Source: an optimization exercise on an open RTL-to-GDS flow (aim: small area, a short achievable clock period and few clock cycles per item). Production flows keep margins and buffers that such runs may drop.
At most, simulation tests tie the RTL to the original design; equivalence was not proved.
Only the layout flow was run in run 1; the RTL was not checked for function there.
Power and IR drop assume default switching activity.

==> flow/design.v (outline; a module is shown in full before it is edited, if it fits) <==
// module csa_multiplier: 1578 lines
module csa_multiplier (
    input  logic        clk,
    input  logic        rst_n,
    input  logic        in_valid,
    input  logic [15:0] x,
    input  logic [15:0] y,
    output logic        out_valid,
    output logic [31:0] product
);
  // ...
==> flow/flow/run.sh <==
#!/bin/bash
# Own layout flow: the standard layout with two changes.
# 1. Synthesis: Yosys's synth runs with -noabc, so its early "abc -fast" pass
#    does not re-map the hand-written full/half adders before extract_fa maps
#    them to the library's fa/ha cells (no inverters between adders).
# 2. Port buffers: buffer_ports still gives every input and output port a
#    buffer, but uses the plain buffer named below instead of the delay cell
#    it picks by default.
# Everything else is the standard flow (standard.sh, ORFS make targets).
set -euo pipefail
here=$(pwd)
sed 's/yosys synth -nofsm -noshare /yosys synth -nofsm -noshare -noabc /' synth_recipe.tcl > noabc_synth.tcl
grep -q -- "-noabc" noabc_synth.tcl
export BUFFER_PORTS_ARGS="-buffer_cell sky130_fd_sc_hd__buf_1"
bash standard.sh SYNTH_SCRIPT="$here/noabc_synth.tcl" finish > "$here/flow_make.log" 2>&1
==> flow/standard.sh <==
#!/bin/bash
# synth_recipe.tcl (not shown) runs the flow's synth.tcl, then flattens the netlist and writes it again
# the make line also repeats each setting of config.mk as NAME=value (left out here)
make -C /OpenROAD-flow-scripts/flow DESIGN_CONFIG=/design/flow/config.mk WORK_HOME=/design/flow/orfs CLKGATE_MAP_FILE= SYNTH_SCRIPT=/design/flow/synth_recipe.tcl "${@:-finish}"
==> flow/config.mk <==
export PLATFORM = sky130hd
export DESIGN_NAME = csa_multiplier
export DESIGN_NICKNAME = csa_multiplier
export VERILOG_FILES = /design/flow/design.v
export SDC_FILE = /design/flow/constraint.sdc
export NUM_CORES = 4
export LEC_CHECK = 0
export CAP_MARGIN = 20
export CORE_MARGIN = 2
export CORE_UTILIZATION = 40
export CTS_CLUSTER_DIAMETER = 80
export CTS_CLUSTER_SIZE = 24
export SETUP_SLACK_MARGIN = 4.3
export SLEW_MARGIN = 20
==> flow/constraint.sdc <==
create_clock -name core_clock -period 6.5 [get_ports {clk}]
set_input_delay 1.3000 -clock core_clock [delete_from_list [all_inputs] [get_ports {clk}]]
set_output_delay 1.3000 -clock core_clock [all_outputs]
set_load 0.01 [all_outputs]
==> flow_summary.json, run 1 <==
{
  "status": "complete, no violations",
  "remaining_drc_errors": 0,
  "routabilityCongestion": 0.831,
  "drt_pass1_iterations": 5,
  "dpl-instance-area_um2": 11700,
  "io_pins": 68,
  "buf_share_pct": 4.49,
  "worstSetupPathDepth": 10,
  "finClkSkew_ps": 21.9,
  "hold_viol": 0,
  "track_usage_pct": 16.3,
  "intPower_mw": 3.79,
  "post-route-period-util_pct": 35.5,
  "cp_num_buf_inv": 0,
  "wl_met1_um": 11000,
  "synth.avg_cell_area_um2": 12.0,
  "reg2reg_to": "pr[31]$_DFF_P_",
  "nNetsFinal": 1175,
  "yosysTopAreaCellShare_pct": 41.1,
  "synth_xor_area_share_pct": 12.3,
  "synth_common_cells": "dfxtp_1 (230), xnor2_1 (122), a22oi_1 (120), fa_1 (119), clkbuf_1 (73)",
  "layout_common_cells": "dfxtp_1 (166), xnor2_1 (121), a22oi_1 (120)",
  "overflow": 0,
  "stdcell_area_um2": 12800,
  "synth-adder-area-share_pct": 27.8,
  "holdBufCountCts": 0,
  "whs_path_depth": 0,
  "powerSeq_mw": 2.39,
  "tap_cells": 378,
  "largestRegisters": "pr (32), xr (16)",
  "ys.flop_type": "dfxtp_1",
  "cp-start-kind": "flop",
  "fin_util_pct": 46.3,
  "die_y_um": 171,
  "dieArea_um2": 29400,
  "report.power.total_mw": 5.93,
  "area_delta_synth_final_pct": 14.4,
  "path_max_fanout": 3,
  "synth_edf_count": 0,
  "grt_max_degree": 35,
  "synth_top_family_by_area": "adder cells",
  "leakagePower_nw": 5.04,
  "syn_area_um2": 11200,
  "multi_input_area_um2": 6510,
  "grt_pass1_vias": 6817
}
==> inputs of run 2 (changes only) <==
--- a/flow/design.v
+++ b/flow/design.v
@@ -101,77 +101,77 @@
     logic t1_c28_0;
     logic t1_c28_1;
     logic t1_c29_0;
     logic t1_c29_1;
     logic t1_c29_2;
     logic t1_c30_0;
     logic t1_c30_1;
     logic t1_c31_0;
-    logic t2_c3_0;
-    logic t2_c3_1;
-    logic t2_c4_0;
-    logic t2_c4_1;
-    logic t2_c5_0;
-    logic t2_c5_1;
-    logic t2_c6_0;
-    logic t2_c6_1;
-    logic t2_c7_0;
-    logic t2_c7_1;
-    logic t2_c8_0;
-    logic t2_c8_1;
-    logic t2_c9_0;
-    logic t2_c9_1;
-    logic t2_c10_0;
-    logic t2_c10_1;
-    logic t2_c11_0;
-    logic t2_c11_1;
-    logic t2_c12_0;
-    logic t2_c12_1;
-    logic t2_c13_0;
-    logic t2_c13_1;
-    logic t2_c14_0;
-    logic t2_c14_1;
-    logic t2_c15_0;
-    logic t2_c15_1;
-    logic t2_c16_0;
-    logic t2_c16_1;
-    logic t2_c17_0;
-    logic t2_c17_1;
-    logic t2_c18_0;
-    logic t2_c18_1;
-    logic t2_c19_0;
-    logic t2_c19_1;
-    logic t2_c20_0;
-    logic t2_c20_1;
-    logic t2_c21_0;
-    logic t2_c21_1;
-    logic t2_c22_0;
-    logic t2_c22_1;
-    logic t2_c23_0;
-    logic t2_c23_1;
-    logic t2_c24_0;
-    logic t2_c24_1;
-    logic t2_c25_0;
-    logic t2_c25_1;
-    logic t2_c26_0;
-    logic t2_c26_1;
-    logic t2_c27_0;
-    logic t2_c27_1;
-    logic t2_c28_0;
-    logic t2_c28_1;
-    logic t2_c29_0;
-    logic t2_c29_1;
-    logic t2_c30_0;
-    logic t2_c30_1;
-    logic t2_c31_0;
-    logic t2_c31_1;
     logic t2_p0;
+    logic t2_g0;
     logic t2_p1;
+    logic t2_g1;
     logic t2_p2;
+    logic t2_p3;
+    logic t2_p4;
+    logic t2_g4;
+    logic t2_p5;
+    logic t2_g5;
+    logic t2_p6;
+    logic t2_g6;
+    logic t2_p7;
+    logic t2_g7;
+    logic t2_p8;
+    logic t2_g8;
+    logic t2_p9;
+    logic t2_g9;
+    logic t2_p10;
+    logic t2_g10;
+    logic t2_p11;
+    logic t2_g11;
+    logic t2_p12;
+    logic t2_g12;
+    logic t2_p13;
+    logic t2_g13;
+    logic t2_p14;
+    logic t2_g14;
+    logic t2_p15;
+    logic t2_g15;
+    logic t2_p16;
+    logic t2_g16;
+    logic t2_p17;
+    logic t2_g17;
+    logic t2_p18;
+    logic t2_g18;
+    logic t2_p19;
+    logic t2_g19;
+    logic t2_p20;
+    logic t2_g20;
+    logic t2_p21;
+    logic t2_g21;
+    logic t2_p22;
+    logic t2_g22;
+    logic t2_p23;
+    logic t2_g23;
+    logic t2_p24;
+    logic t2_g24;
+    logic t2_p25;
+    logic t2_g25;
+    logic t2_p26;
+    logic t2_g26;
+    logic t2_p27;
+    logic t2_g27;
+    logic t2_p28;
+    logic t2_g28;
+    logic t2_p29;
+    logic t2_g29;
+    logic t2_p30;
+    logic t2_g30;
+    logic t2_p31;
     logic [31:0] sum, pr;
     logic bp1;
     logic bp2;
     logic bp3;
     logic bp4;
     logic bp5;
     logic bp6;
     logic bp7;
@@ -591,22 +591,103 @@
     logic s421;
     logic c422;
     logic s423;
     logic c424;
     logic s425;
     logic c426;
     logic s427;
     logic c428;
-    logic s429;
-    logic c430;
-    logic s431;
-    logic c432;
-    logic s433;
-    logic c434;
+    logic p429;
+    logic g430;
+    logic p431;
+    logic g432;
+    logic p433;
+    logic g434;
+    logic p435;
+    logic g436;
+    logic p437;
+    logic g438;
+    logic p439;
+    logic g440;
+    logic p441;
+    logic g442;
+    logic p443;
+    logic g444;
+    logic p445;
+    logic g446;
+    logic p447;
+    logic g448;
+    logic p449;
+    logic g450;
+    logic p451;
+    logic g452;
+    logic p453;
+    logic g454;
+    logic p455;
+    logic g456;
+    logic p457;
+    logic g458;
+    logic p459;
+    logic g460;
+    logic p461;
+    logic g462;
+    logic p463;
+    logic g464;
+    logic p465;
+    logic g466;
+    logic p467;
+    logic g468;
+    logic p469;
+    logic g470;
+    logic p471;
+    logic g472;
+    logic p473;
+    logic g474;
+    logic p475;
+    logic g476;
+    logic p477;
+    logic g478;
+    logic p479;
+    logic g480;
+    logic p481;
+    logic g482;
+    logic p483;
+    logic g484;
+    logic p485;
+    logic g486;
+    logic G2_487;
+    logic G2_488;
+    logic G2_489;
+    logic G2_490;
+    logic G2_491;
+    logic G2_492;
+    logic G2_493;
+    logic G2_494;
+    logic G2_495;
+    logic G2_496;
+    logic G2_497;
+    logic G2_498;
+    logic G2_499;
+    logic G2_500;
+    logic G2_501;
+    logic G2_502;
+    logic G2_503;
+    logic G2_504;
+    logic G2_505;
+    logic G2_506;
+    logic G2_507;
+    logic G2_508;
+    logic G2_509;
+    logic G2_510;
+    logic G2_511;
+    logic G2_512;
+    logic G2_513;
+    logic G2_514;
+    logic G2_515;
     always_ff @(posedge clk) begin
         if (!rst_n) vld <= '0;
         else        vld <= {vld[3:1], in_valid};
     end
     assign out_valid = vld[4];
     assign ye = {y, 1'b0};
     always_comb begin
         for (int i = 0; i < 8; i++) begin
@@ -1045,22 +1126,103 @@
     assign s421 = t1_c27_0 ^ t1_c27_1 ^ t1_c27_2;
     assign c422 = (t1_c27_0 & t1_c27_1) | (t1_c27_0 & t1_c27_2) | (t1_c27_1 & t1_c27_2);
     assign s423 = t1_c28_0 ^ t1_c28_1;
     assign c424 = t1_c28_0 & t1_c28_1;
     assign s425 = t1_c29_0 ^ t1_c29_1 ^ t1_c29_2;
     assign c426 = (t1_c29_0 & t1_c29_1) | (t1_c29_0 & t1_c29_2) | (t1_c29_1 & t1_c29_2);
     assign s427 = t1_c30_0 ^ t1_c30_1;
     assign c428 = t1_c30_0 & t1_c30_1;
-    assign s429 = t1_c0_0 ^ t1_c0_1;
-    assign c430 = t1_c0_0 & t1_c0_1;
-    assign s431 = t1_c1_0 ^ c430;
-    assign c432 = t1_c1_0 & c430;
-    assign s433 = t1_c2_0 ^ c432;
-    assign c434 = t1_c2_0 & c432;
+    assign p429 = t1_c0_0 ^ t1_c0_1;
+    assign g430 = t1_c0_0 & t1_c0_1;
+    assign p431 = t1_c4_2 ^ s325;
+    assign g432 = t1_c4_2 & s325;
+    assign p433 = c326 ^ s327;
+    assign g434 = c326 & s327;
+    assign p435 = c328 ^ s329;
+    assign g436 = c328 & s329;
+    assign p437 = c330 ^ s331;
+    assign g438 = c330 & s331;
+    assign p439 = c332 ^ s333;
+    assign g440 = c332 & s333;
+    assign p441 = s335 ^ s337;
+    assign g442 = s335 & s337;
+    assign p443 = s339 ^ s341;
+    assign g444 = s339 & s341;
+    assign p445 = c342 ^ s345;
+    assign g446 = c342 & s345;
+    assign p447 = c346 ^ s349;
+    assign g448 = c346 & s349;
+    assign p449 = s353 ^ s355;
+    assign g450 = s353 & s355;
+    assign p451 = s359 ^ s361;
+    assign g452 = s359 & s361;
+    assign p453 = c362 ^ s367;
+    assign g454 = c362 & s367;
+    assign p455 = c368 ^ s373;
+    assign g456 = c368 & s373;
+    assign p457 = c374 ^ s379;
+    assign g458 = c374 & s379;
+    assign p459 = c380 ^ s385;
+    assign g460 = c380 & s385;
+    assign p461 = c386 ^ s391;
+    assign g462 = c386 & s391;
+    assign p463 = c392 ^ s397;
+    assign g464 = c392 & s397;
+    assign p465 = c398 ^ s401;
+    assign g466 = c398 & s401;
+    assign p467 = c402 ^ s407;
+    assign g468 = c402 & s407;
+    assign p469 = c408 ^ s411;
+    assign g470 = c408 & s411;
+    assign p471 = c412 ^ s415;
+    assign g472 = c412 & s415;
+    assign p473 = c416 ^ s417;
+    assign g474 = c416 & s417;
+    assign p475 = c418 ^ s419;
+    assign g476 = c418 & s419;
+    assign p477 = c420 ^ s421;
+    assign g478 = c420 & s421;
+    assign p479 = c422 ^ s423;
+    assign g480 = c422 & s423;
+    assign p481 = c424 ^ s425;
+    assign g482 = c424 & s425;
+    assign p483 = c426 ^ s427;
+    assign g484 = c426 & s427;
+    assign p485 = t1_c31_0 ^ c428;
+    assign g486 = t1_c31_0 & c428;
+    assign G2_487 = g430;
+    assign G2_488 = (t1_c1_0 & g430);
+    assign G2_489 = g432;
+    assign G2_490 = g434 | (p433 & g432);
+    assign G2_491 = g436 | (p435 & g434);
+    assign G2_492 = g438 | (p437 & g436);
+    assign G2_493 = g440 | (p439 & g438);
+    assign G2_494 = g442 | (p441 & g440);
+    assign G2_495 = g444 | (p443 & g442);
+    assign G2_496 = g446 | (p445 & g444);
+    assign G2_497 = g448 | (p447 & g446);
+    assign G2_498 = g450 | (p449 & g448);
+    assign G2_499 = g452 | (p451 & g450);
+    assign G2_500 = g454 | (p453 & g452);
+    assign G2_501 = g456 | (p455 & g454);
+    assign G2_502 = g458 | (p457 & g456);
+    assign G2_503 = g460 | (p459 & g458);
+    assign G2_504 = g462 | (p461 & g460);
+    assign G2_505 = g464 | (p463 & g462);
+    assign G2_506 = g466 | (p465 & g464);
+    assign G2_507 = g468 | (p467 & g466);
+    assign G2_508 = g470 | (p469 & g468);
+    assign G2_509 = g472 | (p471 & g470);
+    assign G2_510 = g474 | (p473 & g472);
+    assign G2_511 = g476 | (p475 & g474);
+    assign G2_512 = g478 | (p477 & g476);
+    assign G2_513 = g480 | (p479 & g478);
+    assign G2_514 = g482 | (p481 & g480);
+    assign G2_515 = g484 | (p483 & g482);
     always_ff @(posedge clk) begin
         t1_c0_0 <= bp1;
         t1_c0_1 <= b_neg[0];
         t1_c1_0 <= bp2;
         t1_c2_0 <= s161;
         t1_c3_0 <= s163;
         t1_c4_0 <= bp37;
         t1_c4_1 <= s165;
@@ -1147,432 +1309,405 @@
         t1_c29_0 <= c316;
         t1_c29_1 <= s319;
         t1_c29_2 <= c318;
         t1_c30_0 <= c320;
         t1_c30_1 <= s321;
         t1_c31_0 <= s323;
     end
     always_ff @(posedge clk) begin
-        t2_c3_0 <= t1_c3_0;
-        t2_c3_1 <= c434;
-        t2_c4_0 <= t1_c4_2;
-        t2_c4_1 <= s325;
-        t2_c5_0 <= c326;
-        t2_c5_1 <= s327;
-        t2_c6_0 <= c328;
-        t2_c6_1 <= s329;
-        t2_c7_0 <= c330;
-        t2_c7_1 <= s331;
-        t2_c8_0 <= c332;
-        t2_c8_1 <= s333;
-        t2_c9_0 <= s335;
-        t2_c9_1 <= s337;
-        t2_c10_0 <= s339;
-        t2_c10_1 <= s341;
-        t2_c11_0 <= c342;
-        t2_c11_1 <= s345;
-        t2_c12_0 <= c346;
-        t2_c12_1 <= s349;
-        t2_c13_0 <= s353;
-        t2_c13_1 <= s355;
-        t2_c14_0 <= s359;
-        t2_c14_1 <= s361;
-        t2_c15_0 <= c362;
-        t2_c15_1 <= s367;
-        t2_c16_0 <= c368;
-        t2_c16_1 <= s373;
-        t2_c17_0 <= c374;
-        t2_c17_1 <= s379;
-        t2_c18_0 <= c380;
-        t2_c18_1 <= s385;
-        t2_c19_0 <= c386;
-        t2_c19_1 <= s391;
-        t2_c20_0 <= c392;
-        t2_c20_1 <= s397;
-        t2_c21_0 <= c398;
-        t2_c21_1 <= s401;
-        t2_c22_0 <= c402;
-        t2_c22_1 <= s407;
-        t2_c23_0 <= c408;
-        t2_c23_1 <= s411;
-        t2_c24_0 <= c412;
-        t2_c24_1 <= s415;
-        t2_c25_0 <= c416;
-        t2_c25_1 <= s417;
-        t2_c26_0 <= c418;
-        t2_c26_1 <= s419;
-        t2_c27_0 <= c420;
-        t2_c27_1 <= s421;
-        t2_c28_0 <= c422;
-        t2_c28_1 <= s423;
-        t2_c29_0 <= c424;
-        t2_c29_1 <= s425;
-        t2_c30_0 <= c426;
-        t2_c30_1 <= s427;
-        t2_c31_0 <= t1_c31_0;
-        t2_c31_1 <= c428;
-        t2_p0 <= s429;
-        t2_p1 <= s431;
-        t2_p2 <= s433;
+        t2_p0 <= p429;
+        t2_g0 <= G2_487;
+        t2_p1 <= t1_c1_0;
+        t2_g1 <= G2_488;
+        t2_p2 <= t1_c2_0;
+        t2_p3 <= t1_c3_0;
+        t2_p4 <= p431;
+        t2_g4 <= G2_489;
+        t2_p5 <= p433;
+        t2_g5 <= G2_490;
+        t2_p6 <= p435;
+        t2_g6 <= G2_491;
+        t2_p7 <= p437;
+        t2_g7 <= G2_492;
+        t2_p8 <= p439;
+        t2_g8 <= G2_493;
+        t2_p9 <= p441;
+        t2_g9 <= G2_494;
+        t2_p10 <= p443;
+        t2_g10 <= G2_495;
+        t2_p11 <= p445;
+        t2_g11 <= G2_496;
+        t2_p12 <= p447;
+        t2_g12 <= G2_497;
+        t2_p13 <= p449;
+        t2_g13 <= G2_498;
+        t2_p14 <= p451;
+        t2_g14 <= G2_499;
+        t2_p15 <= p453;
+        t2_g15 <= G2_500;
+        t2_p16 <= p455;
+        t2_g16 <= G2_501;
+        t2_p17 <= p457;
+        t2_g17 <= G2_502;
+        t2_p18 <= p459;
+        t2_g18 <= G2_503;
+        t2_p19 <= p461;
+        t2_g19 <= G2_504;
+        t2_p20 <= p463;
+        t2_g20 <= G2_505;
+        t2_p21 <= p465;
+        t2_g21 <= G2_506;
+        t2_p22 <= p467;
+        t2_g22 <= G2_507;
+        t2_p23 <= p469;
+        t2_g23 <= G2_508;
+        t2_p24 <= p471;
+        t2_g24 <= G2_509;
+        t2_p25 <= p473;
+        t2_g25 <= G2_510;
+        t2_p26 <= p475;
+        t2_g26 <= G2_511;
+        t2_p27 <= p477;
+        t2_g27 <= G2_512;
+        t2_p28 <= p479;
+        t2_g28 <= G2_513;
+        t2_p29 <= p481;
+        t2_g29 <= G2_514;
+        t2_p30 <= p483;
+        t2_g30 <= G2_515;
+        t2_p31 <= p485;
     end
-    logic ag3, ap3;
-    assign ag3 = t2_c3_0 & t2_c3_1;
-    assign ap3 = t2_c3_0 ^ t2_c3_1;
-    logic ag4, ap4;
-    assign ag4 = t2_c4_0 & t2_c4_1;
-    assign ap4 = t2_c4_0 ^ t2_c4_1;
-    logic ag5, ap5;
-    assign ag5 = t2_c5_0 & t2_c5_1;
-    assign ap5 = t2_c5_0 ^ t2_c5_1;
-    logic ag6, ap6;
-    assign ag6 = t2_c6_0 & t2_c6_1;
-    assign ap6 = t2_c6_0 ^ t2_c6_1;
-    logic ag7, ap7;
-    assign ag7 = t2_c7_0 & t2_c7_1;
-    assign ap7 = t2_c7_0 ^ t2_c7_1;
-    logic ag8, ap8;
-    assign ag8 = t2_c8_0 & t2_c8_1;
-    assign ap8 = t2_c8_0 ^ t2_c8_1;
-    logic ag9, ap9;
-    assign ag9 = t2_c9_0 & t2_c9_1;
-    assign ap9 = t2_c9_0 ^ t2_c9_1;
-    logic ag10, ap10;
-    assign ag10 = t2_c10_0 & t2_c10_1;
-    assign ap10 = t2_c10_0 ^ t2_c10_1;
-    logic ag11, ap11;
-    assign ag11 = t2_c11_0 & t2_c11_1;
-    assign ap11 = t2_c11_0 ^ t2_c11_1;
-    logic ag12, ap12;
-    assign ag12 = t2_c12_0 & t2_c12_1;
-    assign ap12 = t2_c12_0 ^ t2_c12_1;
-    logic ag13, ap13;
-    assign ag13 = t2_c13_0 & t2_c13_1;
-    assign ap13 = t2_c13_0 ^ t2_c13_1;
-    logic ag14, ap14;
-    assign ag14 = t2_c14_0 & t2_c14_1;
-    assign ap14 = t2_c14_0 ^ t2_c14_1;
-    logic ag15, ap15;
-    assign ag15 = t2_c15_0 & t2_c15_1;
-    assign ap15 = t2_c15_0 ^ t2_c15_1;
-    logic ag16, ap16;
-    assign ag16 = t2_c16_0 & t2_c16_1;
-    assign ap16 = t2_c16_0 ^ t2_c16_1;
-    logic ag17, ap17;
-    assign ag17 = t2_c17_0 & t2_c17_1;
-    assign ap17 = t2_c17_0 ^ t2_c17_1;
-    logic ag18, ap18;
-    assign ag18 = t2_c18_0 & t2_c18_1;
-    assign ap18 = t2_c18_0 ^ t2_c18_1;
-    logic ag19, ap19;
-    assign ag19 = t2_c19_0 & t2_c19_1;
-    assign ap19 = t2_c19_0 ^ t2_c19_1;
-    logic ag20, ap20;
-    assign ag20 = t2_c20_0 & t2_c20_1;
-    assign ap20 = t2_c20_0 ^ t2_c20_1;
-    logic ag21, ap21;
-    assign ag21 = t2_c21_0 & t2_c21_1;
-    assign ap21 = t2_c21_0 ^ t2_c21_1;
-    logic ag22, ap22;
-    assign ag22 = t2_c22_0 & t2_c22_1;
-    assign ap22 = t2_c22_0 ^ t2_c22_1;
-    logic ag23, ap23;
-    assign ag23 = t2_c23_0 & t2_c23_1;
-    assign ap23 = t2_c23_0 ^ t2_c23_1;
-    logic ag24, ap24;
-    assign ag24 = t2_c24_0 & t2_c24_1;
-    assign ap24 = t2_c24_0 ^ t2_c24_1;
-    logic ag25, ap25;
-    assign ag25 = t2_c25_0 & t2_c25_1;
-    assign ap25 = t2_c25_0 ^ t2_c25_1;
-    logic ag26, ap26;
-    assign ag26 = t2_c26_0 & t2_c26_1;
-    assign ap26 = t2_c26_0 ^ t2_c26_1;
-    logic ag27, ap27;
-    assign ag27 = t2_c27_0 & t2_c27_1;
-    assign ap27 = t2_c27_0 ^ t2_c27_1;
-    logic ag28, ap28;
-    assign ag28 = t2_c28_0 & t2_c28_1;
-    assign ap28 = t2_c28_0 ^ t2_c28_1;
-    logic ag29, ap29;
-    assign ag29 = t2_c29_0 & t2_c29_1;
-    assign ap29 = t2_c29_0 ^ t2_c29_1;
-    logic ag30, ap30;
-    assign ag30 = t2_c30_0 & t2_c30_1;
-    assign ap30 = t2_c30_0 ^ t2_c30_1;
-    logic ag31, ap31;
-    assign ag31 = t2_c31_0 & t2_c31_1;
-    assign ap31 = t2_c31_0 ^ t2_c31_1;
-    logic pg0_1_g, pg0_1_p;
-    assign pg0_1_g = 1'b0;
-    assign pg0_1_p = t2_p1 & t2_p0;
-    logic pg0_3_g, pg0_3_p;
-    assign pg0_3_g = ag3;
-    assign pg0_3_p = ap3 & t2_p2;
-    logic pg0_5_g, pg0_5_p;
-    assign pg0_5_g = ag5 | (ap5 & ag4);
-    assign pg0_5_p = ap5 & ap4;
-    logic pg0_7_g, pg0_7_p;
-    assign pg0_7_g = ag7 | (ap7 & ag6);
-    assign pg0_7_p = ap7 & ap6;
-    logic pg0_9_g, pg0_9_p;
-    assign pg0_9_g = ag9 | (ap9 & ag8);
-    assign pg0_9_p = ap9 & ap8;
-    logic pg0_11_g, pg0_11_p;
-    assign pg0_11_g = ag11 | (ap11 & ag10);
-    assign pg0_11_p = ap11 & ap10;
-    logic pg0_13_g, pg0_13_p;
-    assign pg0_13_g = ag13 | (ap13 & ag12);
-    assign pg0_13_p = ap13 & ap12;
-    logic pg0_15_g, pg0_15_p;
-    assign pg0_15_g = ag15 | (ap15 & ag14);
-    assign pg0_15_p = ap15 & ap14;
-    logic pg0_17_g, pg0_17_p;
-    assign pg0_17_g = ag17 | (ap17 & ag16);
-    assign pg0_17_p = ap17 & ap16;
-    logic pg0_19_g, pg0_19_p;
-    assign pg0_19_g = ag19 | (ap19 & ag18);
-    assign pg0_19_p = ap19 & ap18;
-    logic pg0_21_g, pg0_21_p;
-    assign pg0_21_g = ag21 | (ap21 & ag20);
-    assign pg0_21_p = ap21 & ap20;
-    logic pg0_23_g, pg0_23_p;
-    assign pg0_23_g = ag23 | (ap23 & ag22);
-    assign pg0_23_p = ap23 & ap22;
-    logic pg0_25_g, pg0_25_p;
-    assign pg0_25_g = ag25 | (ap25 & ag24);
-    assign pg0_25_p = ap25 & ap24;
-    logic pg0_27_g, pg0_27_p;
-    assign pg0_27_g = ag27 | (ap27 & ag26);
-    assign pg0_27_p = ap27 & ap26;
-    logic pg0_29_g, pg0_29_p;
-    assign pg0_29_g = ag29 | (ap29 & ag28);
-    assign pg0_29_p = ap29 & ap28;
-    logic pg0_31_g, pg0_31_p;
-    assign pg0_31_g = ag31 | (ap31 & ag30);
-    assign pg0_31_p = ap31 & ap30;
-    logic pg1_3_g, pg1_3_p;
-    assign pg1_3_g = pg0_3_g | (pg0_3_p & pg0_1_g);
-    assign pg1_3_p = pg0_3_p & pg0_1_p;
-    logic pg1_5_g, pg1_5_p;
-    assign pg1_5_g = pg0_5_g | (pg0_5_p & pg0_3_g);
-    assign pg1_5_p = pg0_5_p & pg0_3_p;
-    logic pg1_7_g, pg1_7_p;
-    assign pg1_7_g = pg0_7_g | (pg0_7_p & pg0_5_g);
-    assign pg1_7_p = pg0_7_p & pg0_5_p;
-    logic pg1_9_g, pg1_9_p;
-    assign pg1_9_g = pg0_9_g | (pg0_9_p & pg0_7_g);
-    assign pg1_9_p = pg0_9_p & pg0_7_p;
-    logic pg1_11_g, pg1_11_p;
-    assign pg1_11_g = pg0_11_g | (pg0_11_p & pg0_9_g);
-    assign pg1_11_p = pg0_11_p & pg0_9_p;
-    logic pg1_13_g, pg1_13_p;
-    assign pg1_13_g = pg0_13_g | (pg0_13_p & pg0_11_g);
-    assign pg1_13_p = pg0_13_p & pg0_11_p;
-    logic pg1_15_g, pg1_15_p;
-    assign pg1_15_g = pg0_15_g | (pg0_15_p & pg0_13_g);
-    assign pg1_15_p = pg0_15_p & pg0_13_p;
-    logic pg1_17_g, pg1_17_p;
-    assign pg1_17_g = pg0_17_g | (pg0_17_p & pg0_15_g);
-    assign pg1_17_p = pg0_17_p & pg0_15_p;
-    logic pg1_19_g, pg1_19_p;
-    assign pg1_19_g = pg0_19_g | (pg0_19_p & pg0_17_g);
-    assign pg1_19_p = pg0_19_p & pg0_17_p;
-    logic pg1_21_g, pg1_21_p;
-    assign pg1_21_g = pg0_21_g | (pg0_21_p & pg0_19_g);
-    assign pg1_21_p = pg0_21_p & pg0_19_p;
-    logic pg1_23_g, pg1_23_p;
-    assign pg1_23_g = pg0_23_g | (pg0_23_p & pg0_21_g);
-    assign pg1_23_p = pg0_23_p & pg0_21_p;
-    logic pg1_25_g, pg1_25_p;
-    assign pg1_25_g = pg0_25_g | (pg0_25_p & pg0_23_g);
-    assign pg1_25_p = pg0_25_p & pg0_23_p;
-    logic pg1_27_g, pg1_27_p;
-    assign pg1_27_g = pg0_27_g | (pg0_27_p & pg0_25_g);
-    assign pg1_27_p = pg0_27_p & pg0_25_p;
-    logic pg1_29_g, pg1_29_p;
-    assign pg1_29_g = pg0_29_g | (pg0_29_p & pg0_27_g);
-    assign pg1_29_p = pg0_29_p & pg0_27_p;
-    logic pg1_31_g, pg1_31_p;
-    assign pg1_31_g = pg0_31_g | (pg0_31_p & pg0_29_g);
-    assign pg1_31_p = pg0_31_p & pg0_29_p;
-    logic pg2_5_g, pg2_5_p;
-    assign pg2_5_g = pg1_5_g | (pg1_5_p & pg0_1_g);
-    assign pg2_5_p = pg1_5_p & pg0_1_p;
-    logic pg2_7_g, pg2_7_p;
+    logic P2_1;
+    assign P2_1 = t2_p1 & t2_p0;
+    logic P2_2;
+    assign P2_2 = t2_p2 & t2_p1;
+    logic P2_3;
+    assign P2_3 = t2_p3 & t2_p2;
+    logic P2_4;
+    assign P2_4 = t2_p4 & t2_p3;
+    logic P2_5;
+    assign P2_5 = t2_p5 & t2_p4;
+    logic P2_6;
+    assign P2_6 = t2_p6 & t2_p5;
+    logic P2_7;
+    assign P2_7 = t2_p7 & t2_p6;
+    logic P2_8;
+    assign P2_8 = t2_p8 & t2_p7;
+    logic P2_9;
+    assign P2_9 = t2_p9 & t2_p8;
+    logic P2_10;
+    assign P2_10 = t2_p10 & t2_p9;
+    logic P2_11;
+    assign P2_11 = t2_p11 & t2_p10;
+    logic P2_12;
+    assign P2_12 = t2_p12 & t2_p11;
+    logic P2_13;
+    assign P2_13 = t2_p13 & t2_p12;
+    logic P2_14;
+    assign P2_14 = t2_p14 & t2_p13;
+    logic P2_15;
+    assign P2_15 = t2_p15 & t2_p14;
+    logic P2_16;
+    assign P2_16 = t2_p16 & t2_p15;
+    logic P2_17;
+    assign P2_17 = t2_p17 & t2_p16;
+    logic P2_18;
+    assign P2_18 = t2_p18 & t2_p17;
+    logic P2_19;
+    assign P2_19 = t2_p19 & t2_p18;
+    logic P2_20;
+    assign P2_20 = t2_p20 & t2_p19;
+    logic P2_21;
+    assign P2_21 = t2_p21 & t2_p20;
+    logic P2_22;
+    assign P2_22 = t2_p22 & t2_p21;
+    logic P2_23;
+    assign P2_23 = t2_p23 & t2_p22;
+    logic P2_24;
+    assign P2_24 = t2_p24 & t2_p23;
+    logic P2_25;
+    assign P2_25 = t2_p25 & t2_p24;
+    logic P2_26;
+    assign P2_26 = t2_p26 & t2_p25;
+    logic P2_27;
+    assign P2_27 = t2_p27 & t2_p26;
+    logic P2_28;
+    assign P2_28 = t2_p28 & t2_p27;
+    logic P2_29;
+    assign P2_29 = t2_p29 & t2_p28;
+    logic P2_30;
+    assign P2_30 = t2_p30 & t2_p29;
+    logic P2_31;
+    assign P2_31 = t2_p31 & t2_p30;
+    logic pg1_3_g;
+    assign pg1_3_g = P2_3 & t2_g1;
+    logic pg1_3_p;
+    assign pg1_3_p = P2_3 & P2_1;
+    logic pg1_5_p;
+    assign pg1_5_p = P2_5 & P2_3;
+    logic pg1_7_g;
+    assign pg1_7_g = t2_g7 | (P2_7 & t2_g5);
+    logic pg1_7_p;
+    assign pg1_7_p = P2_7 & P2_5;
+    logic pg1_9_g;
+    assign pg1_9_g = t2_g9 | (P2_9 & t2_g7);
+    logic pg1_9_p;
+    assign pg1_9_p = P2_9 & P2_7;
+    logic pg1_11_g;
+    assign pg1_11_g = t2_g11 | (P2_11 & t2_g9);
+    logic pg1_11_p;
+    assign pg1_11_p = P2_11 & P2_9;
+    logic pg1_13_g;
+    assign pg1_13_g = t2_g13 | (P2_13 & t2_g11);
+    logic pg1_13_p;
+    assign pg1_13_p = P2_13 & P2_11;
+    logic pg1_15_g;
+    assign pg1_15_g = t2_g15 | (P2_15 & t2_g13);
+    logic pg1_15_p;
+    assign pg1_15_p = P2_15 & P2_13;
+    logic pg1_17_g;
+    assign pg1_17_g = t2_g17 | (P2_17 & t2_g15);
+    logic pg1_17_p;
+    assign pg1_17_p = P2_17 & P2_15;
+    logic pg1_19_g;
+    assign pg1_19_g = t2_g19 | (P2_19 & t2_g17);
+    logic pg1_19_p;
+    assign pg1_19_p = P2_19 & P2_17;
+    logic pg1_21_g;
+    assign pg1_21_g = t2_g21 | (P2_21 & t2_g19);
+    logic pg1_21_p;
+    assign pg1_21_p = P2_21 & P2_19;
+    logic pg1_23_g;
+    assign pg1_23_g = t2_g23 | (P2_23 & t2_g21);
+    logic pg1_23_p;
+    assign pg1_23_p = P2_23 & P2_21;
+    logic pg1_25_g;
+    assign pg1_25_g = t2_g25 | (P2_25 & t2_g23);
+    logic pg1_25_p;
+    assign pg1_25_p = P2_25 & P2_23;
+    logic pg1_27_g;
+    assign pg1_27_g = t2_g27 | (P2_27 & t2_g25);
+    logic pg1_27_p;
+    assign pg1_27_p = P2_27 & P2_25;
+    logic pg1_29_g;
+    assign pg1_29_g = t2_g29 | (P2_29 & t2_g27);
+    logic pg1_29_p;
+    assign pg1_29_p = P2_29 & P2_27;
+    logic pg2_5_g;
+    assign pg2_5_g = t2_g5 | (pg1_5_p & t2_g1);
+    logic pg2_5_p;
+    assign pg2_5_p = pg1_5_p & P2_1;
+    logic pg2_7_g;
     assign pg2_7_g = pg1_7_g | (pg1_7_p & pg1_3_g);
+    logic pg2_7_p;
     assign pg2_7_p = pg1_7_p & pg1_3_p;
-    logic pg2_9_g, pg2_9_p;
-    assign pg2_9_g = pg1_9_g | (pg1_9_p & pg1_5_g);
+    logic pg2_9_g;
+    assign pg2_9_g = pg1_9_g | (pg1_9_p & t2_g5);
+    logic pg2_9_p;
     assign pg2_9_p = pg1_9_p & pg1_5_p;
-    logic pg2_11_g, pg2_11_p;
+    logic pg2_11_g;
     assign pg2_11_g = pg1_11_g | (pg1_11_p & pg1_7_g);
+    logic pg2_11_p;
     assign pg2_11_p = pg1_11_p & pg1_7_p;
-    logic pg2_13_g, pg2_13_p;
+    logic pg2_13_g;
     assign pg2_13_g = pg1_13_g | (pg1_13_p & pg1_9_g);
+    logic pg2_13_p;
     assign pg2_13_p = pg1_13_p & pg1_9_p;
-    logic pg2_15_g, pg2_15_p;
+    logic pg2_15_g;
     assign pg2_15_g = pg1_15_g | (pg1_15_p & pg1_11_g);
+    logic pg2_15_p;
     assign pg2_15_p = pg1_15_p & pg1_11_p;
-    logic pg2_17_g, pg2_17_p;
+    logic pg2_17_g;
     assign pg2_17_g = pg1_17_g | (pg1_17_p & pg1_13_g);
+    logic pg2_17_p;
     assign pg2_17_p = pg1_17_p & pg1_13_p;
-    logic pg2_19_g, pg2_19_p;
+    logic pg2_19_g;
     assign pg2_19_g = pg1_19_g | (pg1_19_p & pg1_15_g);
+    logic pg2_19_p;
     assign pg2_19_p = pg1_19_p & pg1_15_p;
-    logic pg2_21_g, pg2_21_p;
+    logic pg2_21_g;
     assign pg2_21_g = pg1_21_g | (pg1_21_p & pg1_17_g);
+    logic pg2_21_p;
     assign pg2_21_p = pg1_21_p & pg1_17_p;
-    logic pg2_23_g, pg2_23_p;
+    logic pg2_23_g;
     assign pg2_23_g = pg1_23_g | (pg1_23_p & pg1_19_g);
+    logic pg2_23_p;
     assign pg2_23_p = pg1_23_p & pg1_19_p;
-    logic pg2_25_g, pg2_25_p;
+    logic pg2_25_g;
     assign pg2_25_g = pg1_25_g | (pg1_25_p & pg1_21_g);
+    logic pg2_25_p;
     assign pg2_25_p = pg1_25_p & pg1_21_p;
-    logic pg2_27_g, pg2_27_p;
+    logic pg2_27_g;
     assign pg2_27_g = pg1_27_g | (pg1_27_p & pg1_23_g);
+    logic pg2_27_p;
     assign pg2_27_p = pg1_27_p & pg1_23_p;
-    logic pg2_29_g, pg2_29_p;
+    logic pg2_29_g;
     assign pg2_29_g = pg1_29_g | (pg1_29_p & pg1_25_g);
+    logic pg2_29_p;
     assign pg2_29_p = pg1_29_p & pg1_25_p;
-    logic pg2_31_g, pg2_31_p;
-    assign pg2_31_g = pg1_31_g | (pg1_31_p & pg1_27_g);
-    assign pg2_31_p = pg1_31_p & pg1_27_p;
-    logic pg3_9_g, pg3_9_p;
-    assign pg3_9_g = pg2_9_g | (pg2_9_p & pg0_1_g);
-    assign pg3_9_p = pg2_9_p & pg0_1_p;
-    logic pg3_11_g, pg3_11_p;
+    logic pg3_9_g;
+    assign pg3_9_g = pg2_9_g | (pg2_9_p & t2_g1);
+    logic pg3_9_p;
+    assign pg3_9_p = pg2_9_p & P2_1;
+    logic pg3_11_g;
     assign pg3_11_g = pg2_11_g | (pg2_11_p & pg1_3_g);
+    logic pg3_11_p;
     assign pg3_11_p = pg2_11_p & pg1_3_p;
-    logic pg3_13_g, pg3_13_p;
+    logic pg3_13_g;
     assign pg3_13_g = pg2_13_g | (pg2_13_p & pg2_5_g);
+    logic pg3_13_p;
     assign pg3_13_p = pg2_13_p & pg2_5_p;
-    logic pg3_15_g, pg3_15_p;
+    logic pg3_15_g;
     assign pg3_15_g = pg2_15_g | (pg2_15_p & pg2_7_g);
+    logic pg3_15_p;
     assign pg3_15_p = pg2_15_p & pg2_7_p;
-    logic pg3_17_g, pg3_17_p;
+    logic pg3_17_g;
     assign pg3_17_g = pg2_17_g | (pg2_17_p & pg2_9_g);
+    logic pg3_17_p;
     assign pg3_17_p = pg2_17_p & pg2_9_p;
-    logic pg3_19_g, pg3_19_p;
+    logic pg3_19_g;
     assign pg3_19_g = pg2_19_g | (pg2_19_p & pg2_11_g);
+    logic pg3_19_p;
     assign pg3_19_p = pg2_19_p & pg2_11_p;
-    logic pg3_21_g, pg3_21_p;
+    logic pg3_21_g;
     assign pg3_21_g = pg2_21_g | (pg2_21_p & pg2_13_g);
+    logic pg3_21_p;
     assign pg3_21_p = pg2_21_p & pg2_13_p;
-    logic pg3_23_g, pg3_23_p;
+    logic pg3_23_g;
     assign pg3_23_g = pg2_23_g | (pg2_23_p & pg2_15_g);
+    logic pg3_23_p;
     assign pg3_23_p = pg2_23_p & pg2_15_p;
-    logic pg3_25_g, pg3_25_p;
+    logic pg3_25_g;
     assign pg3_25_g = pg2_25_g | (pg2_25_p & pg2_17_g);
+    logic pg3_25_p;
     assign pg3_25_p = pg2_25_p & pg2_17_p;
-    logic pg3_27_g, pg3_27_p;
+    logic pg3_27_g;
     assign pg3_27_g = pg2_27_g | (pg2_27_p & pg2_19_g);
+    logic pg3_27_p;
     assign pg3_27_p = pg2_27_p & pg2_19_p;
-    logic pg3_29_g, pg3_29_p;
+    logic pg3_29_g;
     assign pg3_29_g = pg2_29_g | (pg2_29_p & pg2_21_g);
+    logic pg3_29_p;
     assign pg3_29_p = pg2_29_p & pg2_21_p;
-    logic pg3_31_g, pg3_31_p;
-    assign pg3_31_g = pg2_31_g | (pg2_31_p & pg2_23_g);
-    assign pg3_31_p = pg2_31_p & pg2_23_p;
-    logic pg4_17_g, pg4_17_p;
-    assign pg4_17_g = pg3_17_g | (pg3_17_p & pg0_1_g);
-    assign pg4_17_p = pg3_17_p & pg0_1_p;
-    logic pg4_19_g, pg4_19_p;
+    logic pg4_17_g;
+    assign pg4_17_g = pg3_17_g | (pg3_17_p & t2_g1);
+    logic pg4_17_p;
+    assign pg4_17_p = pg3_17_p & P2_1;
+    logic pg4_19_g;
     assign pg4_19_g = pg3_19_g | (pg3_19_p & pg1_3_g);
+    logic pg4_19_p;
     assign pg4_19_p = pg3_19_p & pg1_3_p;
-    logic pg4_21_g, pg4_21_p;
+    logic pg4_21_g;
     assign pg4_21_g = pg3_21_g | (pg3_21_p & pg2_5_g);
+    logic pg4_21_p;
     assign pg4_21_p = pg3_21_p & pg2_5_p;
-    logic pg4_23_g, pg4_23_p;
+    logic pg4_23_g;
     assign pg4_23_g = pg3_23_g | (pg3_23_p & pg2_7_g);
+    logic pg4_23_p;
     assign pg4_23_p = pg3_23_p & pg2_7_p;
-    logic pg4_25_g, pg4_25_p;
+    logic pg4_25_g;
     assign pg4_25_g = pg3_25_g | (pg3_25_p & pg3_9_g);
+    logic pg4_25_p;
     assign pg4_25_p = pg3_25_p & pg3_9_p;
-    logic pg4_27_g, pg4_27_p;
+    logic pg4_27_g;
     assign pg4_27_g = pg3_27_g | (pg3_27_p & pg3_11_g);
+    logic pg4_27_p;
     assign pg4_27_p = pg3_27_p & pg3_11_p;
-    logic pg4_29_g, pg4_29_p;
+    logic pg4_29_g;
     assign pg4_29_g = pg3_29_g | (pg3_29_p & pg3_13_g);
+    logic pg4_29_p;
     assign pg4_29_p = pg3_29_p & pg3_13_p;
-    logic pg4_31_g, pg4_31_p;
-    assign pg4_31_g = pg3_31_g | (pg3_31_p & pg3_15_g);
-    assign pg4_31_p = pg3_31_p & pg3_15_p;
-    logic pg5_2_g, pg5_2_p;
-    assign pg5_2_g = t2_p2 & pg0_1_g;
-    assign pg5_2_p = t2_p2 & pg0_1_p;
-    logic pg5_4_g, pg5_4_p;
-    assign pg5_4_g = ag4 | (ap4 & pg1_3_g);
-    assign pg5_4_p = ap4 & pg1_3_p;
-    logic pg5_6_g, pg5_6_p;
-    assign pg5_6_g = ag6 | (ap6 & pg2_5_g);
-    assign pg5_6_p = ap6 & pg2_5_p;
-    logic pg5_8_g, pg5_8_p;
-    assign pg5_8_g = ag8 | (ap8 & pg2_7_g);
-    assign pg5_8_p = ap8 & pg2_7_p;
-    logic pg5_10_g, pg5_10_p;
-    assign pg5_10_g = ag10 | (ap10 & pg3_9_g);
-    assign pg5_10_p = ap10 & pg3_9_p;
-    logic pg5_12_g, pg5_12_p;
-    assign pg5_12_g = ag12 | (ap12 & pg3_11_g);
-    assign pg5_12_p = ap12 & pg3_11_p;
-    logic pg5_14_g, pg5_14_p;
-    assign pg5_14_g = ag14 | (ap14 & pg3_13_g);
-    assign pg5_14_p = ap14 & pg3_13_p;
-    logic pg5_16_g, pg5_16_p;
-    assign pg5_16_g = ag16 | (ap16 & pg3_15_g);
-    assign pg5_16_p = ap16 & pg3_15_p;
-    logic pg5_18_g, pg5_18_p;
-    assign pg5_18_g = ag18 | (ap18 & pg4_17_g);
-    assign pg5_18_p = ap18 & pg4_17_p;
-    logic pg5_20_g, pg5_20_p;
-    assign pg5_20_g = ag20 | (ap20 & pg4_19_g);
-    assign pg5_20_p = ap20 & pg4_19_p;
-    logic pg5_22_g, pg5_22_p;
-    assign pg5_22_g = ag22 | (ap22 & pg4_21_g);
-    assign pg5_22_p = ap22 & pg4_21_p;
-    logic pg5_24_g, pg5_24_p;
-    assign pg5_24_g = ag24 | (ap24 & pg4_23_g);
-    assign pg5_24_p = ap24 & pg4_23_p;
-    logic pg5_26_g, pg5_26_p;
-    assign pg5_26_g = ag26 | (ap26 & pg4_25_g);
-    assign pg5_26_p = ap26 & pg4_25_p;
-    logic pg5_28_g, pg5_28_p;
-    assign pg5_28_g = ag28 | (ap28 & pg4_27_g);
-    assign pg5_28_p = ap28 & pg4_27_p;
-    logic pg5_30_g, pg5_30_p;
-    assign pg5_30_g = ag30 | (ap30 & pg4_29_g);
-    assign pg5_30_p = ap30 & pg4_29_p;
+    logic pg5_2_g;
+    assign pg5_2_g = P2_2 & t2_g1;
+    logic pg5_2_p;
+    assign pg5_2_p = P2_2 & P2_1;
+    logic pg5_4_g;
+    assign pg5_4_g = t2_g4 | (P2_4 & pg1_3_g);
+    logic pg5_4_p;
+    assign pg5_4_p = P2_4 & pg1_3_p;
+    logic pg5_6_g;
+    assign pg5_6_g = t2_g6 | (P2_6 & pg2_5_g);
+    logic pg5_6_p;
+    assign pg5_6_p = P2_6 & pg2_5_p;
+    logic pg5_8_g;
+    assign pg5_8_g = t2_g8 | (P2_8 & pg2_7_g);
+    logic pg5_8_p;
+    assign pg5_8_p = P2_8 & pg2_7_p;
+    logic pg5_10_g;
+    assign pg5_10_g = t2_g10 | (P2_10 & pg3_9_g);
+    logic pg5_10_p;
+    assign pg5_10_p = P2_10 & pg3_9_p;
+    logic pg5_12_g;
+    assign pg5_12_g = t2_g12 | (P2_12 & pg3_11_g);
+    logic pg5_12_p;
+    assign pg5_12_p = P2_12 & pg3_11_p;
+    logic pg5_14_g;
+    assign pg5_14_g = t2_g14 | (P2_14 & pg3_13_g);
+    logic pg5_14_p;
+    assign pg5_14_p = P2_14 & pg3_13_p;
+    logic pg5_16_g;
+    assign pg5_16_g = t2_g16 | (P2_16 & pg3_15_g);
+    logic pg5_16_p;
+    assign pg5_16_p = P2_16 & pg3_15_p;
+    logic pg5_18_g;
+    assign pg5_18_g = t2_g18 | (P2_18 & pg4_17_g);
+    logic pg5_18_p;
+    assign pg5_18_p = P2_18 & pg4_17_p;
+    logic pg5_20_g;
+    assign pg5_20_g = t2_g20 | (P2_20 & pg4_19_g);
+    logic pg5_20_p;
+    assign pg5_20_p = P2_20 & pg4_19_p;
+    logic pg5_22_g;
+    assign pg5_22_g = t2_g22 | (P2_22 & pg4_21_g);
+    logic pg5_22_p;
+    assign pg5_22_p = P2_22 & pg4_21_p;
+    logic pg5_24_g;
+    assign pg5_24_g = t2_g24 | (P2_24 & pg4_23_g);
+    logic pg5_24_p;
+    assign pg5_24_p = P2_24 & pg4_23_p;
+    logic pg5_26_g;
+    assign pg5_26_g = t2_g26 | (P2_26 & pg4_25_g);
+    logic pg5_26_p;
+    assign pg5_26_p = P2_26 & pg4_25_p;
+    logic pg5_28_g;
+    assign pg5_28_g = t2_g28 | (P2_28 & pg4_27_g);
+    logic pg5_28_p;
+    assign pg5_28_p = P2_28 & pg4_27_p;
+    logic pg5_30_g;
+    assign pg5_30_g = t2_g30 | (P2_30 & pg4_29_g);
+    logic pg5_30_p;
+    assign pg5_30_p = P2_30 & pg4_29_p;
     assign sum[0] = t2_p0;
-    assign sum[1] = t2_p1 ^ 1'b0;
-    assign sum[2] = t2_p2 ^ pg0_1_g;
-    assign sum[3] = ap3 ^ pg5_2_g;
-    assign sum[4] = ap4 ^ pg1_3_g;
-    assign sum[5] = ap5 ^ pg5_4_g;
-    assign sum[6] = ap6 ^ pg2_5_g;
-    assign sum[7] = ap7 ^ pg5_6_g;
-    assign sum[8] = ap8 ^ pg2_7_g;
-    assign sum[9] = ap9 ^ pg5_8_g;
-    assign sum[10] = ap10 ^ pg3_9_g;
-    assign sum[11] = ap11 ^ pg5_10_g;
-    assign sum[12] = ap12 ^ pg3_11_g;
-    assign sum[13] = ap13 ^ pg5_12_g;
-    assign sum[14] = ap14 ^ pg3_13_g;
-    assign sum[15] = ap15 ^ pg5_14_g;
-    assign sum[16] = ap16 ^ pg3_15_g;
-    assign sum[17] = ap17 ^ pg5_16_g;
-    assign sum[18] = ap18 ^ pg4_17_g;
-    assign sum[19] = ap19 ^ pg5_18_g;
-    assign sum[20] = ap20 ^ pg4_19_g;
-    assign sum[21] = ap21 ^ pg5_20_g;
-    assign sum[22] = ap22 ^ pg4_21_g;
-    assign sum[23] = ap23 ^ pg5_22_g;
-    assign sum[24] = ap24 ^ pg4_23_g;
-    assign sum[25] = ap25 ^ pg5_24_g;
-    assign sum[26] = ap26 ^ pg4_25_g;
-    assign sum[27] = ap27 ^ pg5_26_g;
-    assign sum[28] = ap28 ^ pg4_27_g;
-    assign sum[29] = ap29 ^ pg5_28_g;
-    assign sum[30] = ap30 ^ pg4_29_g;
-    assign sum[31] = ap31 ^ pg5_30_g;
+    assign sum[1] = t2_p1 ^ t2_g0;
+    assign sum[2] = t2_p2 ^ t2_g1;
+    assign sum[3] = t2_p3 ^ pg5_2_g;
+    assign sum[4] = t2_p4 ^ pg1_3_g;
+    assign sum[5] = t2_p5 ^ pg5_4_g;
+    assign sum[6] = t2_p6 ^ pg2_5_g;
+    assign sum[7] = t2_p7 ^ pg5_6_g;
+    assign sum[8] = t2_p8 ^ pg2_7_g;
+    assign sum[9] = t2_p9 ^ pg5_8_g;
+    assign sum[10] = t2_p10 ^ pg3_9_g;
+    assign sum[11] = t2_p11 ^ pg5_10_g;
+    assign sum[12] = t2_p12 ^ pg3_11_g;
+    assign sum[13] = t2_p13 ^ pg5_12_g;
+    assign sum[14] = t2_p14 ^ pg3_13_g;
+    assign sum[15] = t2_p15 ^ pg5_14_g;
+    assign sum[16] = t2_p16 ^ pg3_15_g;
+    assign sum[17] = t2_p17 ^ pg5_16_g;
+    assign sum[18] = t2_p18 ^ pg4_17_g;
+    assign sum[19] = t2_p19 ^ pg5_18_g;
+    assign sum[20] = t2_p20 ^ pg4_19_g;
+    assign sum[21] = t2_p21 ^ pg5_20_g;
+    assign sum[22] = t2_p22 ^ pg4_21_g;
+    assign sum[23] = t2_p23 ^ pg5_22_g;
+    assign sum[24] = t2_p24 ^ pg4_23_g;
+    assign sum[25] = t2_p25 ^ pg5_24_g;
+    assign sum[26] = t2_p26 ^ pg4_25_g;
+    assign sum[27] = t2_p27 ^ pg5_26_g;
+    assign sum[28] = t2_p28 ^ pg4_27_g;
+    assign sum[29] = t2_p29 ^ pg5_28_g;
+    assign sum[30] = t2_p30 ^ pg4_29_g;
+    assign sum[31] = t2_p31 ^ pg5_30_g;
     always_ff @(posedge clk) pr <= sum;
     assign product = pr;
 endmodule
==> flow/config.mk (replaced) <==
export PLATFORM = sky130hd
export DESIGN_NAME = csa_multiplier
export DESIGN_NICKNAME = csa_multiplier
export VERILOG_FILES = /design/flow/design.v
export SDC_FILE = /design/flow/constraint.sdc
export NUM_CORES = 4
export LEC_CHECK = 0
export CAP_MARGIN = 20
export CORE_MARGIN = 2
export CORE_UTILIZATION = 60
export CTS_CLUSTER_DIAMETER = 80
export CTS_CLUSTER_SIZE = 24
export SETUP_SLACK_MARGIN = 4.3
export SLEW_MARGIN = 20
==> run 2 against run 1 <==
Still clean on timing, DRC and antenna. Critical path type unchanged. Combinational power rose by 9.9%. Synthesized cell count rose by 5.9%. Flip-flop and latch count did not move. Critical path depth decreased by 5. Clock power rose by 1%. Area after synthesis increased by 1.5%. Worst setup slack gained 50 ps. Global-route usage is 7.7 points higher. Critical endpoint is now t2_g16$_DFF_P_.
==> flow_summary.json, run 2 <==
{
  "status": "complete, no violations",
  "holdBufCountCts": 0,
  "hold_viol": 0,
  "dpl-instance-area_um2": 11600,
  "arrival_ps": 2620,
  "synth_common_cells": "dfxtp_1 (230), xnor2_1 (138), a22oi_1 (120), fa_1 (105), clkbuf_1 (74)",
  "slew-limit-headroom_pct": 54.3,
  "largest_reg_flops": 32,
  "largestRegisters": "pr (32), xr (16)",
  "critPathCaptureType": "flop",
  "critPathRequiredTime_ps": 6870,
  "worst_slack_ps": 4250,
  "die_y_um": 142,
  "post-route-period-util_pct": 34.7,
  "stdcell_count": 1233,
  "finalSetupViolCount": 0,
  "antenna_found_initial": 0,
  "leakagePower_nw": 5.03,
  "setup_tns_ps": 0,
  "grt_first_pass_wirelength_um": 38300,
  "synth.top_cells.by_area": "dfxtp_1 (40%), fa_1 (18%), xnor2_1 (11%), a22oi_1 (7.9%), ha_1 (6.3%)",
  "syn_area_um2": 11400,
  "grt_max_degree": 35,
  "post-synth-top-count-cell": "dfxtp_1",
  "nNetsFinal": 1192,
  "drive_gt1_share_pct": 12.3,
  "vias": 7162,
  "drt-total-wl_um": 23400,
  "regMostFlops": "pr",
  "cts_tree": "yes",
  "yosys.area.top_type": "dfxtp_1",
  "ys_types": 48,
  "start_util_pct": 61.0,
  "worstSetupPathType": "reg2reg",
  "reg2reg_depth": 5,
  "ys_seq_elements": 230,
  "numPlacedInstances": 1213,
  "routabilityCongestion": 0.921,
  "numPortBuffers": 67,
  "yosysWarnings": 1,
  "maxSlewViolCount": 0,
  "cts.sinks": 230,
  "io_pins": 68,
  "layout_common_cells": "dfxtp_1 (186), xnor2_1 (138), a22oi_1 (120)",
  "ys_seq_area_share_pct": 40.5,
  "cellPowerDensity_nw_per_um2": 507,
  "final_common_cell": "dfxtp_1",
  "avgViaCountPerCell": 5.81,
  "dieArea_um2": 20100,
  "synth_edf_count": 0,
  "drt_iter0_markers": 610,
  "synthCells": 992,
  "vdd_drop_max_mv": 0.246,
  "remaining_drc_errors": 0,
  "area_delta_synth_final_pct": 8.33,
  "drt_pass1_iterations": 6,
  "cap_violations": 0,
  "cts_buffers": 14,
  "insertedDiodeCount": 0,
  "min_period_ps": 2250,
  "post_cts.repair.setup_buffers": 0,
  "yosysTopAreaCellShare_pct": 40.5,
  "track_usage_pct": 23.9,
  "synth_nets": 1189,
  "ant_nets": 0,
  "grt_pass1_vias": 7283,
  "finClkSkew_ps": 17.8,
  "whs_path_depth": 0,
  "ys_async_sr_fraction_pct": 0,
  "path_max_fanout": 2,
  "die_x_um": 142,
  "stdcell_area_um2": 12300,
  "cts.htree.levels": 1,
  "rsz0062_at_grt": "yes",
  "core_area_um2": 18600,
  "insertion_delay_ps": 480,
  "worst_pin_slew_ps": 686,
  "hp-class": "reg2reg",
  "cts-root-buf": "clkbuf_16",
  "hpwl_um": 16600,
  "fmax_mhz": 443,
  "synth.avg_cell_area_um2": 11.5,
  "cts.reportedPaths.clkPinSlew_ps": 90,
  "rows": 50,
  "overflow": 0,
  "dp_slack_ps": 3840,
  "ys.flop_type": "dfxtp_1",
  "avgRoutedWirePerCell_um": 19.0,
  "cts_buffer_depth": 3,
  "cp-start-kind": "flop",
  "fin_util_pct": 66.1
}
run 2: changes by cell type in the layout (fill, tap and decap cells not counted), moves of 6 or more:
cell     delta
buf_4      -19
buf_2      +10
dfxtp_1    +20
fa_1       -13
buf_6      -13
nand2_1    +10
a31oi_1    +16
xnor2_1    +17
a21oi_4     -6
dfxtp_2    -18
a21o_1     +21
run 2: power by group:
group / total (mW) / internal [mW] / switching [mW] / leakage, nW
clock: 0.919 / 0.466 / 0.453 / 0.217
combinational: 2.89 / 1.50 / 1.39 / 2.88
sequential: 2.44 / 2.01 / 0.420 / 1.94
run 2: repair_timing:
| item | CTS | global route |
|---|---|---|
| endpoints found under the setup margin | 98 | 72 |
| gates resized for setup | 74 | 30 |
| pin swaps | 1 | 7 |
run 2: logic make-up after synthesis:
kind of cell | count (synthesis) | share of synthesized area (%)
DFF | 230 | 40.5
AOI/OAI and AO/OA | 205 | 13.4
buffers and inverters | 119 | 3.99
and+or+nand+nor | 104 | 4.08
xor gates and xnor gates | 172 | 13.2
adders and majority gates | 162 | 24.8
run 2: critical path: stages, from the launching register on:
cell and delay (ps):
dfxtp_2 340, fa_2 390, fa_1 570, fa_1 450, ha_4 230, a21o_1 170
run 2: layout make-up:
| class | count | area (um2) |
|---|---|---|
| clock inverters | 4 | 62.6 |
| clock buffers | 16 | 379 |
| fillers | 1435 | 6320 |
| well taps | 234 | 293 |
| flip-flops and latches | 230 | 4670 |
| multi-input cells | 643 | 6420 |
| inverters | 36 | 135 |
| repair buffers | 70 | 357 |
run 2: per-layer routing:
layer / wire length, um / track usage, % / vias to the layer above
met5: 0 / 0 / -
met4: 540 / 7.00 / 0
met3: 1910 / 4.32 / 48
met2: 10100 / 36.2 / 340
met1: 10800 / 35.6 / 3447
li1: - / - / 3327
run 2: per-stage QoR:
stage | hold WS (ps) | power, mW
floorplan | 310 | 4.24
global placement | 317 | 4.95
CTS | 339 | 6.00
global route | 346 | 6.82
finish | 333 | 6.24
detailed placement | 316 | 5.00
run 2: path summary, 6_finish.rpt:
kind / to / slack [ps] / start
hold / removal: pr[0]$_DFF_P_ / 330 / t2_p0$_DFF_P_
hold reg to reg: pr[0]$_DFF_P_ / 330 / t2_p0$_DFF_P_
setup reg to reg: t2_g16$_DFF_P_ / 4250 / t1_c15_0$_DFF_P_
setup / recovery: t2_g16$_DFF_P_ / 4250 / t1_c15_0$_DFF_P_
Testbench counts of run 2, summed over its fixed seeds: cycles 12,024, items 12,000.
==> inputs of run 3 (changes only) <==
--- a/flow/config.mk
+++ b/flow/config.mk
@@ -7,8 +7,9 @@
 export LEC_CHECK = 0
 export CAP_MARGIN = 20
 export CORE_MARGIN = 2
-export CORE_UTILIZATION = 60
+export CORE_UTILIZATION = 40
 export CTS_CLUSTER_DIAMETER = 80
 export CTS_CLUSTER_SIZE = 24
 export SETUP_SLACK_MARGIN = 4.3
 export SLEW_MARGIN = 20
+export TNS_END_PERCENT = 0
==> run 3 against run 2 <==
Power is 5.5% lower. Clock skew is 1.7 ps higher. Combinational power is 12% lower. Count of clock-buffer cells in the layout is 1 lower. Largest power group unchanged. Fmax is 1.9% lower. Highest routed layer unchanged. Flip-flop and latch count stayed put. Hold slack worse by 1.2 ps. Core utilization is 22 points lower. Via count is 3.3% lower.
==> flow_summary.json, run 3 <==
{
  "layout_common_cells": "dfxtp_1 (199), xnor2_1 (138), a22oi_1 (120)",
  "yosysWarnings": 1,
  "syn_area_um2": 11400,
  "worst_pin_slew_ps": 766,
  "drive_gt1_share_pct": 8.57,
  "rows": 61,
  "ant_nets": 0,
  "die_x_um": 173,
  "grt_max_degree": 35,
  "routabilityCongestion": 0.853,
  "insertedDiodeCount": 0,
  "drt-total-wl_um": 23500,
  "grt_first_pass_wirelength_um": 39100,
  "finalSetupViolCount": 0,
  "final_common_cell": "dfxtp_1",
  "insertion_delay_ps": 500,
  "ys.flop_type": "dfxtp_1",
  "synth.top_cells.by_area": "dfxtp_1 (40%), fa_1 (18%), xnor2_1 (11%), a22oi_1 (7.9%), ha_1 (6.3%)",
  "avgViaCountPerCell": 5.01,
  "ys_async_sr_fraction_pct": 0,
  "vdd_drop_max_mv": 0.191,
  "arrival_ps": 2660,
  "yosysTopAreaCellShare_pct": 40.5,
  "cts-root-buf": "clkbuf_16",
  "finClkSkew_ps": 19.5,
  "ys_types": 48,
  "dieArea_um2": 29800,
  "synth_nets": 1189,
  "cap_violations": 0,
  "ys_seq_elements": 230,
  "critPathRequiredTime_ps": 6860,
  "hp-class": "reg2reg",
  "vias": 6928,
  "regMostFlops": "pr",
  "hold_viol": 0,
  "cts_buffers": 15,
  "worst_slack_ps": 4200,
  "remaining_drc_errors": 0,
  "avgRoutedWirePerCell_um": 17.0,
  "synth_edf_count": 0,
  "cts_tree": "yes",
  "track_usage_pct": 16.1,
  "area_delta_synth_final_pct": 8.59,
  "rsz0062_at_grt": "yes",
  "synth_common_cells": "dfxtp_1 (230), xnor2_1 (138), a22oi_1 (120), fa_1 (105), clkbuf_1 (74)",
  "slew-limit-headroom_pct": 48.9,
  "worstSetupPathType": "reg2reg",
  "cts.htree.levels": 1,
  "ys_seq_area_share_pct": 40.5,
  "start_util_pct": 40.8,
  "drt_iter0_markers": 538,
  "largestRegisters": "pr (32), xr (16)",
  "core_area_um2": 27900,
  "cp-start-kind": "flop",
  "drt_pass1_iterations": 5,
  "leakagePower_nw": 5.00,
  "die_y_um": 173,
  "min_period_ps": 2300,
  "numPortBuffers": 67,
  "setup_tns_ps": 0,
  "ctsResizeCount": 41,
  "synthCells": 992,
  "hpwl_um": 16800,
  "cts_buffer_depth": 3,
  "post-synth-top-count-cell": "dfxtp_1",
  "holdBufCountCts": 0,
  "largest_reg_flops": 32,
  "yosys.area.top_type": "dfxtp_1",
  "post-route-period-util_pct": 35.4,
  "grt_pass1_vias": 7191,
  "report.power.total_mw": 5.90,
  "cellPowerDensity_nw_per_um2": 478,
  "io_pins": 68,
  "cts.reportedPaths.clkPinSlew_ps": 90,
  "maxSlewViolCount": 0,
  "critPathCaptureType": "flop",
  "cts.sinks": 230,
  "synth.avg_cell_area_um2": 11.5,
  "dp_slack_ps": 3840,
  "path_max_fanout": 16,
  "overflow": 0,
  "fmax_mhz": 435,
  "status": "complete, no violations",
  "nNetsFinal": 1196,
  "antenna_found_initial": 1,
  "post_cts.repair.setup_buffers": 0
}
## run 3: cell counts after synthesis
No cell type changed its count.
## run 3: logic make-up after synthesis
| family | Yosys count | synth area share, % |
|---|---|---|
| DFF | 230 | 40.5 |
| and+or+nand+nor | 104 | 4.08 |
| buffers and inverters | 119 | 3.99 |
| adders and majority gates | 162 | 24.8 |
| AOI/OAI and AO/OA | 205 | 13.4 |
| xor gates and xnor gates | 172 | 13.2 |
## run 3: cell type report
type	instances	area, um2
fillers	2638	15500
multi-input cells	643	6320
flip-flops and latches	230	4650
well taps	378	473
clock buffers	15	375
repair buffers	73	315
inverters	36	135
clock inverters	7	86.3
## run 3: critical path, stage by stage (launching register included)
cell and delay [ps]:
dfxtp_1 780, a22oi_1 170, xor2_1 200, fa_1 510, inv_1 50, fa_1 460
## run 3: path summary, 6_finish.rpt
check,startpoint,endpoint,slack (ps),depth (start not counted)
worst max-delay path,b_one[6]$_DFF_P_,t1_c27_1$_DFF_P_,4200,5
worst min register to register,t2_p0$_DFF_P_,pr[0]$_DFF_P_,330,0
worst min-delay path,t2_p0$_DFF_P_,pr[0]$_DFF_P_,330,0
worst max register to register,b_one[6]$_DFF_P_,t1_c27_1$_DFF_P_,4200,5
## run 3: where the power goes
| part | leakage (nW) | switching (mW) | total [mW] | internal (mW) |
|---|---|---|---|---|
| clock network | 0.224 | 0.496 | 0.938 | 0.442 |
| registers | 1.94 | 0.407 | 2.42 | 2.01 |
| logic | 2.83 | 1.27 | 2.54 | 1.27 |
## run 3: routing by layer
| layer | vias to the layer above | global-route usage, % | part of all wire (%) |
|---|---|---|---|
| met5 | - | 0 | 0 |
| met4 | 0 | 5.09 | 2.1 |
| met2 | 225 | 23.8 | 42 |
| li1 | 3339 | - | - |
| met3 | 34 | 3.25 | 6.9 |
| met1 | 3330 | 23.8 | 49 |
## run 3: metrics by stage
step	hold slack [ps]	instance area, um2	cells	utilization, %
3_5_place_dp	313	11800	1360	42.4
5_1_grt	346	12300	1382	44.3
6_report	331	12300	1382	44.3
2_1_floorplan	310	11400	992	-
4_1_cts	334	12300	1382	44.3
3_3_place_gp	313	11800	1360	42.4

-- re-timing with driven ports --
No port has a modelled driver above. Below, the same layouts with a new extraction and two added sets of constraints.
Step 1 assumes that a clkbuf_16 drives the clock port and a buf_2 every other input.
Step 2 also shifts input and output timing later by t, the mid clock arrival at the registers, as if the neighbouring blocks saw the same clock.
a / b / c = ideal / step 1 / step 2; a / b = the first two.
| run | t (ns) | setup WS [ns] | clock arrival spread, ns | worst register clock-pin slew, ns | worst data-port slew with drivers (ns) |
|---|---|---|---|---|---|
| run 1 | 0.515 | 4.195 / 4.195 / 4.195 | 0.022 / 0.022 | 0.10 / 0.10 | 0.03 |
| run 2 | 0.514 | 4.245 / 4.236 / 4.245 | 0.018 / 0.018 | 0.09 / 0.09 | 0.03 |
| run 3 | 0.536 | 4.201 / 4.198 / 4.201 | 0.021 / 0.021 | 0.09 / 0.09 | 0.04 |
After both steps setup and hold are still met in every run listed.
